This design comes from an exercise in tuning for small area and a short achievable clock period on the open sky130 flow, not from production work. Where RTL was checked, it was by simulation tests only, not by an equivalence proof against the original. No activity file was given, so power comes from the tool's default toggle rates.

==> module fpu_result, before the edit <==
module fpu_result (
	input logic clk,
	input logic rst_n,
	input logic is_abs,
	input logic is_neg,
	input logic is_floor,
	input logic is_ftoi,
	input logic is_itof,
	input logic invalid,
	input logic [31:0] x1,
	input logic [31:0] x2,
	input logic [31:0] fl_a,
	input logic fl_cin,
	input logic fl_tiny,
	input logic fl_neg_one,
	input logic [31:0] ft_d,
	input logic [4:0] ft_r,
	input logic ft_in_range,
	input logic ft_min_int,
	input logic ft_ovf,
	input logic ft_nan,
	input logic [31:0] it_d,
	input logic [4:0] it_lz,
	output logic [31:0] it_n,
	input logic [31:0] it_a,
	input logic it_cin,
	output logic [31:0] y,
	output logic [3:0] exc
);
	logic sel_sgn;
	logic sel_fl;
	logic sel_ft;
	logic sel_it;
	logic fl_small;
	logic sh_s;
	logic [31:0] sh_d;
	logic [4:0] sh_r;
	logic [31:0] sh_o;
	logic [31:0] a;
	logic cin;
	logic [31:0] sum;
	logic [31:0] y_d;
	logic [3:0] exc_d;
	assign sh_s = is_itof ? x2[31] : x1[31];
	assign sh_d = is_itof ? it_d : (ft_d ^ {32{x1[31]}});
	assign sh_r = is_itof ? it_lz : ft_r;
	logic [31:0] sh_1;
	logic [31:0] sh_2;
	logic [31:0] sh_3;
	logic [31:0] sh_4;
	assign sh_1 = sh_r[4] ? {{16{sh_s}}, sh_d[31:16]} : sh_d;
	assign sh_2 = sh_r[3] ? {{8{sh_s}}, sh_1[31:8]} : sh_1;
	assign sh_3 = sh_r[2] ? {{4{sh_s}}, sh_2[31:4]} : sh_2;
	assign sh_4 = sh_r[1] ? {{2{sh_s}}, sh_3[31:2]} : sh_3;
	assign sh_o = sh_r[0] ? {sh_s, sh_4[31:1]} : sh_4;
	always_comb begin
		for (int i = 0; i < 32; i++) begin
			it_n[i] = sh_o[31 - i];
		end
	end
	assign sel_sgn = rst_n & (is_abs | is_neg);
	assign sel_fl = rst_n & is_floor & ~fl_tiny;
	assign sel_ft = rst_n & is_ftoi & ft_in_range;
	assign sel_it = rst_n & is_itof;
	assign fl_small = rst_n & is_floor & fl_tiny;
	assign a = ({32{sel_sgn}} & {is_neg & ~x1[31], x1[30:0]})
		| ({32{sel_fl}} & fl_a)
		| ({32{sel_ft}} & {x1[31], sh_o[31:1]})
		| ({32{sel_it}} & it_a);
	assign cin = (sel_fl & fl_cin) | (sel_ft & sh_o[0]) | (sel_it & it_cin);
	logic [31:0] pre;            
	always_comb begin
		pre[0] = 1'b1;
		for (int i = 1; i < 32; i++) begin
			pre[i] = pre[i-1] & a[i-1];
		end
	end
	assign sum = a ^ ({32{cin}} & pre);
	assign y_d = sum
		| {(fl_small & x1[31]) | (rst_n & is_ftoi & ft_min_int), 1'b0, {7{fl_small & fl_neg_one}}, 23'd0};
	assign exc_d = {rst_n & invalid, 1'b0, rst_n & is_ftoi & ft_nan, rst_n & is_ftoi & ft_ovf};
	always_ff @(posedge clk) begin
		y <= y_d;
		exc <= exc_d;
	end
endmodule
export LEC_CHECK = 0
export ABC_AREA = 1
export CAP_MARGIN = 20
export CORE_MARGIN = 2
export CORE_UTILIZATION = 40
export SETUP_SLACK_MARGIN = 2.0
export SLEW_MARGIN = 20
create_clock -name core_clock -period 8.0 [get_ports {clk}]
standard.sh (not shown) runs the stock make flow with config.mk's settings and CLKGATE_MAP_FILE= SYNTH_SCRIPT=/design/flow/synth_recipe.tcl, a recipe that flattens the netlist after the stock synthesis.
==> flow/flow/run.sh <==
#!/bin/bash
# standard layout, with plain buffers on the ports instead of delay buffers
set -euo pipefail
export BUFFER_PORTS_ARGS="-buffer_cell sky130_fd_sc_hd__buf_1"
bash standard.sh finish > standard.log 2>&1
The starting point completed with no timing, DRC or antenna violations.
Next try:
--- a/flow/design.v
+++ b/flow/design.v
@@ -210,14 +210,12 @@
 	logic sh_s;
 	logic [31:0] sh_d;
 	logic [4:0] sh_r;
 	logic [31:0] sh_o;
 	logic [31:0] a;
 	logic cin;
-	logic [31:0] sum;
-	logic [31:0] y_d;
 	logic [3:0] exc_d;
 	assign sh_s = is_itof ? x2[31] : x1[31];
 	assign sh_d = is_itof ? it_d : (ft_d ^ {32{x1[31]}});
 	assign sh_r = is_itof ? it_lz : ft_r;
 	logic [31:0] sh_1;
 	logic [31:0] sh_2;
@@ -238,29 +236,42 @@
 	assign sel_ft = rst_n & is_ftoi & ft_in_range;
 	assign sel_it = rst_n & is_itof;
 	assign fl_small = rst_n & is_floor & fl_tiny;
 	assign a = ({32{sel_sgn}} & {is_neg & ~x1[31], x1[30:0]})
 		| ({32{sel_fl}} & fl_a)
 		| ({32{sel_ft}} & {x1[31], sh_o[31:1]})
-		| ({32{sel_it}} & it_a);
-	assign cin = (sel_fl & fl_cin) | (sel_ft & sh_o[0]) | (sel_it & it_cin);
-	logic [31:0] pre;            
-	always_comb begin
-		pre[0] = 1'b1;
-		for (int i = 1; i < 32; i++) begin
-			pre[i] = pre[i-1] & a[i-1];
-		end
-	end
-	assign sum = a ^ ({32{cin}} & pre);
-	assign y_d = sum
+		| ({32{sel_it}} & it_a)
 		| {(fl_small & x1[31]) | (rst_n & is_ftoi & ft_min_int), 1'b0, {7{fl_small & fl_neg_one}}, 23'd0};
+	assign cin = (sel_fl & fl_cin) | (sel_ft & sh_o[0]) | (sel_it & it_cin);
 	assign exc_d = {rst_n & invalid, 1'b0, rst_n & is_ftoi & ft_nan, rst_n & is_ftoi & ft_ovf};
+	logic [31:0] a_q;
+	logic cin_q;
 	always_ff @(posedge clk) begin
-		y <= y_d;
+		a_q <= a;
+		cin_q <= cin;
 		exc <= exc_d;
 	end
+	logic [7:0] grp;             
+	logic [7:0] gpre;            
+	logic [31:0] pre;            
+	always_comb begin
+		for (int j = 0; j < 8; j++) begin
+			grp[j] = &a_q[4*j +: 4];
+		end
+		gpre[0] = 1'b1;
+		for (int j = 1; j < 8; j++) begin
+			gpre[j] = gpre[j-1] & grp[j-1];
+		end
+		for (int j = 0; j < 8; j++) begin
+			pre[4*j] = gpre[j];
+			pre[4*j+1] = gpre[j] & a_q[4*j];
+			pre[4*j+2] = gpre[j] & a_q[4*j] & a_q[4*j+1];
+			pre[4*j+3] = gpre[j] & a_q[4*j] & a_q[4*j+1] & a_q[4*j+2];
+		end
+	end
+	assign y = a_q ^ ({32{cin_q}} & pre);
 endmodule
 `timescale 1ns/1ns
 module fpu_unit (
 	input logic clk,
 	input logic rst_n,
 	input logic [16:0] instr,
Wire length came out lower by a few percent.
First-iteration DRC count came out lower by about a fifth.
Final area came out lower slightly.
Total power came out lower by a few percent.
Critical path depth came out lower by 2.
Sequential share of layout area came out higher by 0.44 points.
Worst setup slack gets better by 0.58 ns.
Area after synthesis came out higher by a few percent.
Worst hold slack gets better by 0.0044 ns.
Final cell count came out higher by a few percent.
Function not checked in the second run of this note: the RTL went through the layout flow alone.

## 10-08
fpu_unit, a different RTL version from the one above (not shown whole).
For scale: roughly 1300 cells after synthesis, ~36 flip-flops, roughly 120 I/O pins.
// fpu_unit
module fpu_unit (
	input logic clk,
	input logic rst_n,
	input logic [16:0] instr,
	input logic [31:0] x1,    
	input logic signed [31:0] x2,     
	output logic [31:0] y,
	output logic [3:0] exc
);
==> module fpu_decode, before the edit <==
module fpu_decode (
	input logic [16:0] instr_w,
	output logic is_abs,
	output logic is_neg,
	output logic is_floor,
	output logic is_ftoi,
	output logic is_itof,
	output logic invalid
);
	logic cop1;
	logic fmt_s;
	logic cvt;
	assign cop1 = (instr_w[16:11] == 6'b010001);
	assign fmt_s = (instr_w[10:6] == 5'b10000);
	assign cvt = (instr_w[5:0] == 6'd0);
	assign is_abs = cop1 & fmt_s & (instr_w[5:0] == 6'd5);
	assign is_neg = cop1 & fmt_s & (instr_w[5:0] == 6'd7);
	assign is_floor = cop1 & fmt_s & (instr_w[5:0] == 6'd15);
	assign is_ftoi = cop1 & cvt & (instr_w[10:6] == 5'b00000);
	assign is_itof = cop1 & cvt & (instr_w[10:6] == 5'b00100);
	assign invalid = ~(is_abs | is_neg | is_floor | is_ftoi | is_itof);
endmodule
==> module fpu_result, before the edit <==
module fpu_result (
	input logic clk,
	input logic rst_n,
	input logic is_abs,
	input logic is_neg,
	input logic is_floor,
	input logic is_ftoi,
	input logic is_itof,
	input logic invalid,
	input logic [31:0] x1,
	input logic [31:0] x2,
	input logic [31:0] fl_a,
	input logic fl_cin,
	input logic fl_tiny,
	input logic fl_neg_one,
	input logic [31:0] ft_d,
	input logic [4:0] ft_r,
	input logic ft_in_range,
	input logic ft_min_int,
	input logic ft_ovf,
	input logic ft_nan,
	input logic [31:0] it_d,
	input logic [4:0] it_lz,
	output logic [31:0] it_n,
	input logic [31:0] it_a,
	input logic it_cin,
	output logic [31:0] y,
	output logic [3:0] exc
);
	logic sel_sgn;
	logic sel_fl;
	logic sel_ft;
	logic sel_it;
	logic fl_small;
	logic sh_s;
	logic [31:0] sh_d;
	logic [4:0] sh_r;
	logic [31:0] sh_o;
	logic [31:0] a;
	logic cin;
	logic [3:0] exc_d;
	assign sh_s = is_itof ? x2[31] : x1[31];
	assign sh_d = is_itof ? it_d : (ft_d ^ {32{x1[31]}});
	assign sh_r = is_itof ? it_lz : ft_r;
	logic [31:0] sh_1;
	logic [31:0] sh_2;
	logic [31:0] sh_3;
	logic [31:0] sh_4;
	assign sh_1 = sh_r[4] ? {{16{sh_s}}, sh_d[31:16]} : sh_d;
	assign sh_2 = sh_r[3] ? {{8{sh_s}}, sh_1[31:8]} : sh_1;
	assign sh_3 = sh_r[2] ? {{4{sh_s}}, sh_2[31:4]} : sh_2;
	assign sh_4 = sh_r[1] ? {{2{sh_s}}, sh_3[31:2]} : sh_3;
	assign sh_o = sh_r[0] ? {sh_s, sh_4[31:1]} : sh_4;
	always_comb begin
		for (int i = 0; i < 32; i++) begin
			it_n[i] = sh_o[31 - i];
		end
	end
	assign sel_sgn = rst_n & (is_abs | is_neg);
	assign sel_fl = rst_n & is_floor & ~fl_tiny;
	assign sel_ft = rst_n & is_ftoi & ft_in_range;
	assign sel_it = rst_n & is_itof;
	assign fl_small = rst_n & is_floor & fl_tiny;
	assign a = ({32{sel_sgn}} & {is_neg & ~x1[31], x1[30:0]})
		| ({32{sel_fl}} & fl_a)
		| ({32{sel_ft}} & {x1[31], sh_o[31:1]})
		| ({32{sel_it}} & it_a)
		| {(fl_small & x1[31]) | (rst_n & is_ftoi & ft_min_int), 1'b0, {7{fl_small & fl_neg_one}}, 23'd0};
	assign cin = (sel_fl & fl_cin) | (sel_ft & sh_o[0]) | (sel_it & it_cin);
	assign exc_d = {rst_n & invalid, 1'b0, rst_n & is_ftoi & ft_nan, rst_n & is_ftoi & ft_ovf};
	logic [31:0] a_q;
	logic cin_q;
	always_ff @(posedge clk) begin
		a_q <= a;
		cin_q <= cin;
		exc <= exc_d;
	end
	logic [7:0] grp;             
	logic [7:0] gpre;            
	logic [31:0] pre;            
	always_comb begin
		for (int j = 0; j < 8; j++) begin
			grp[j] = &a_q[4*j +: 4];
		end
		gpre[0] = 1'b1;
		for (int j = 1; j < 8; j++) begin
			gpre[j] = gpre[j-1] & grp[j-1];
		end
		for (int j = 0; j < 8; j++) begin
			pre[4*j] = gpre[j];
			pre[4*j+1] = gpre[j] & a_q[4*j];
			pre[4*j+2] = gpre[j] & a_q[4*j] & a_q[4*j+1];
			pre[4*j+3] = gpre[j] & a_q[4*j] & a_q[4*j+1] & a_q[4*j+2];
		end
	end
	assign y = a_q ^ ({32{cin_q}} & pre);
endmodule
==> module fpu_unit, before the edit <==
module fpu_unit (
	input logic clk,
	input logic rst_n,
	input logic [16:0] instr,
	input logic [31:0] x1,    
	input logic signed [31:0] x2,     
	output logic [31:0] y,
	output logic [3:0] exc
);
	logic is_abs, is_neg, is_floor, is_ftoi, is_itof, invalid;
	logic [31:0] fl_a;
	logic fl_cin;
	logic fl_tiny;
	logic fl_neg_one;
	logic [31:0] ft_d;
	logic [4:0] ft_r;
	logic ft_in_range;
	logic ft_min_int;
	logic ft_ovf;
	logic ft_nan;
	logic [31:0] it_d;
	logic [4:0] it_lz;
	logic [31:0] it_n;
	logic [31:0] it_a;
	logic it_cin;
	fpu_decode fpu_decode_i (
		.instr_w  (instr),
		.is_abs   (is_abs),
		.is_neg   (is_neg),
		.is_floor (is_floor),
		.is_ftoi  (is_ftoi),
		.is_itof  (is_itof),
		.invalid  (invalid)
	);
	fp_floor fp_floor_i (
		.x       (x1),
		.a       (fl_a),
		.cin     (fl_cin),
		.tiny    (fl_tiny),
		.neg_one (fl_neg_one)
	);
	fp_to_int fp_to_int_i (
		.x        (x1),
		.d        (ft_d),
		.r        (ft_r),
		.in_range (ft_in_range),
		.min_int  (ft_min_int),
		.ovf      (ft_ovf),
		.nan      (ft_nan)
	);
	int_to_fp int_to_fp_i (
		.x   (x2),
		.n   (it_n),
		.d   (it_d),
		.lz  (it_lz),
		.a   (it_a),
		.cin (it_cin)
	);
	fpu_result fpu_result_i (
		.clk         (clk),
		.rst_n       (rst_n),
		.is_abs      (is_abs),
		.is_neg      (is_neg),
		.is_floor    (is_floor),
		.is_ftoi     (is_ftoi),
		.is_itof     (is_itof),
		.invalid     (invalid),
		.x1          (x1),
		.x2          (x2),
		.fl_a        (fl_a),
		.fl_cin      (fl_cin),
		.fl_tiny     (fl_tiny),
		.fl_neg_one  (fl_neg_one),
		.ft_d        (ft_d),
		.ft_r        (ft_r),
		.ft_in_range (ft_in_range),
		.ft_min_int  (ft_min_int),
		.ft_ovf      (ft_ovf),
		.ft_nan      (ft_nan),
		.it_d        (it_d),
		.it_lz       (it_lz),
		.it_n        (it_n),
		.it_a        (it_a),
		.it_cin      (it_cin),
		.y           (y),
		.exc         (exc)
	);
endmodule
clock: 8.0 ns
lec_check: 0
abc_area: 1
cap_margin: 20
core_margin: 2
core_utilization: 50
cts_buf_list: sky130_fd_sc_hd__clkbuf_8
setup_slack_margin: 3.6
slew_margin: 20
Scripts as last shown in full above: flow/flow/run.sh
10-08 was carried through to the last stage, and its layout satisfied the timing, design-rule and antenna checks.
For 01-13, these inputs were changed with respect to 10-08:
--- a/flow/design.v
+++ b/flow/design.v
@@ -41,6 +41,7 @@
 	output logic is_floor,
 	output logic is_ftoi,
 	output logic is_itof,
+	output logic src_int,        
 	output logic invalid
 );
 	logic cop1;
@@ -54,6 +55,7 @@
 	assign is_floor = cop1 & fmt_s & (instr_w[5:0] == 6'd15);
 	assign is_ftoi = cop1 & cvt & (instr_w[10:6] == 5'b00000);
 	assign is_itof = cop1 & cvt & (instr_w[10:6] == 5'b00100);
+	assign src_int = instr_w[8];
 	assign invalid = ~(is_abs | is_neg | is_floor | is_ftoi | is_itof);
 endmodule
 `timescale 1ns/1ns
@@ -177,6 +179,7 @@
 	input logic is_floor,
 	input logic is_ftoi,
 	input logic is_itof,
+	input logic src_int,
 	input logic invalid,
 	input logic [31:0] x1,
 	input logic [31:0] x2,
@@ -210,9 +213,9 @@
 	logic [31:0] a;
 	logic cin;
 	logic [3:0] exc_d;
-	assign sh_s = is_itof ? x2[31] : x1[31];
-	assign sh_d = is_itof ? it_d : (ft_d ^ {32{x1[31]}});
-	assign sh_r = is_itof ? it_lz : ft_r;
+	assign sh_s = src_int ? x2[31] : x1[31];
+	assign sh_d = src_int ? it_d : (ft_d ^ {32{x1[31]}});
+	assign sh_r = src_int ? it_lz : ft_r;
 	logic [31:0] sh_1;
 	logic [31:0] sh_2;
 	logic [31:0] sh_3;
@@ -276,7 +279,7 @@
 	output logic [31:0] y,
 	output logic [3:0] exc
 );
-	logic is_abs, is_neg, is_floor, is_ftoi, is_itof, invalid;
+	logic is_abs, is_neg, is_floor, is_ftoi, is_itof, src_int, invalid;
 	logic [31:0] fl_a;
 	logic fl_cin;
 	logic fl_tiny;
@@ -299,6 +302,7 @@
 		.is_floor (is_floor),
 		.is_ftoi  (is_ftoi),
 		.is_itof  (is_itof),
+		.src_int  (src_int),
 		.invalid  (invalid)
 	);
 	fp_floor fp_floor_i (
@@ -333,6 +337,7 @@
 		.is_floor    (is_floor),
 		.is_ftoi     (is_ftoi),
 		.is_itof     (is_itof),
+		.src_int     (src_int),
 		.invalid     (invalid),
 		.x1          (x1),
 		.x2          (x2),
==> comparison <==
- Power in combinational cells of 01-13 exceeds that of 10-08 by more than 10%.
- Final area, 01-13 and 10-08, higher one = 01-13.
- 01-13 vs. 10-08: routing usage on met1 down 1.5 points, via count down 2.3%.
- Relative to 10-08, combinational group share of total power increased by 4.0 points in 01-13.
- Initial antenna violation count across 01-13 and 10-08: no real change.
- Summary of 01-13 over 10-08: final critical delay including setup and external delays shows no meaningful change, critical path depth saw an increase, total routing usage reported by global routing down 2.5 points, layout-stage area growth over the synthesis result went up by 2.8 points, number of ordinary and repair buffers in the finished layout moved up.
- Summary of the comparison: final weighted congestion in routability-driven placement is lower in 01-13, relative to 10-08.
- Route | 01-13 vs 10-08 | wire shorter in 01-13
For 01-13, only the layout was checked, not whether the RTL still works.

[static timing again, ports no longer ideal]
The flow's constraints put no driver on any port. The routed layouts listed below were extracted and timed again, unchanged, in two steps.
Step 1, drivers: a clkbuf_16 drives clk and a buf_2 each remaining input, both assumed.
Step 2 also shifts input and output timing later by t, the mid clock arrival at the registers, as if the neighbouring blocks saw the same clock.
Slacks: no drivers / after step 1 / after step 2; pairs: no drivers / after step 1.
| run | t (ns) | setup WS [ns] | worst hold slack (ns) | worst slew at a driven data input, ns | cell pins on the clock port's net |
|---|---|---|---|---|---|
| the first run of note 1 | 0.314 | 2.343 / 2.347 / 2.033 | 1.625 / 1.609 / 1.923 | 0.06 | 1 |
| the second run of note 1 | 0.321 | 2.921 / 2.938 / 2.618 | 1.630 / 1.611 / 1.931 | 0.04 | 1 |
| 10-08 | 0.333 | 3.705 / 3.708 / 3.375 | 1.567 / 1.556 / 1.888 | 0.06 | 1 |
| 01-13 | 0.311 | 3.708 / 3.715 / 3.404 | 1.623 / 1.616 / 1.927 | 0.04 | 1 |
After both steps setup and hold are still met in every run listed. The setup slack of 10-08, which loses most, moves by +0.003 ns with the drivers and by -0.330 ns with both steps.
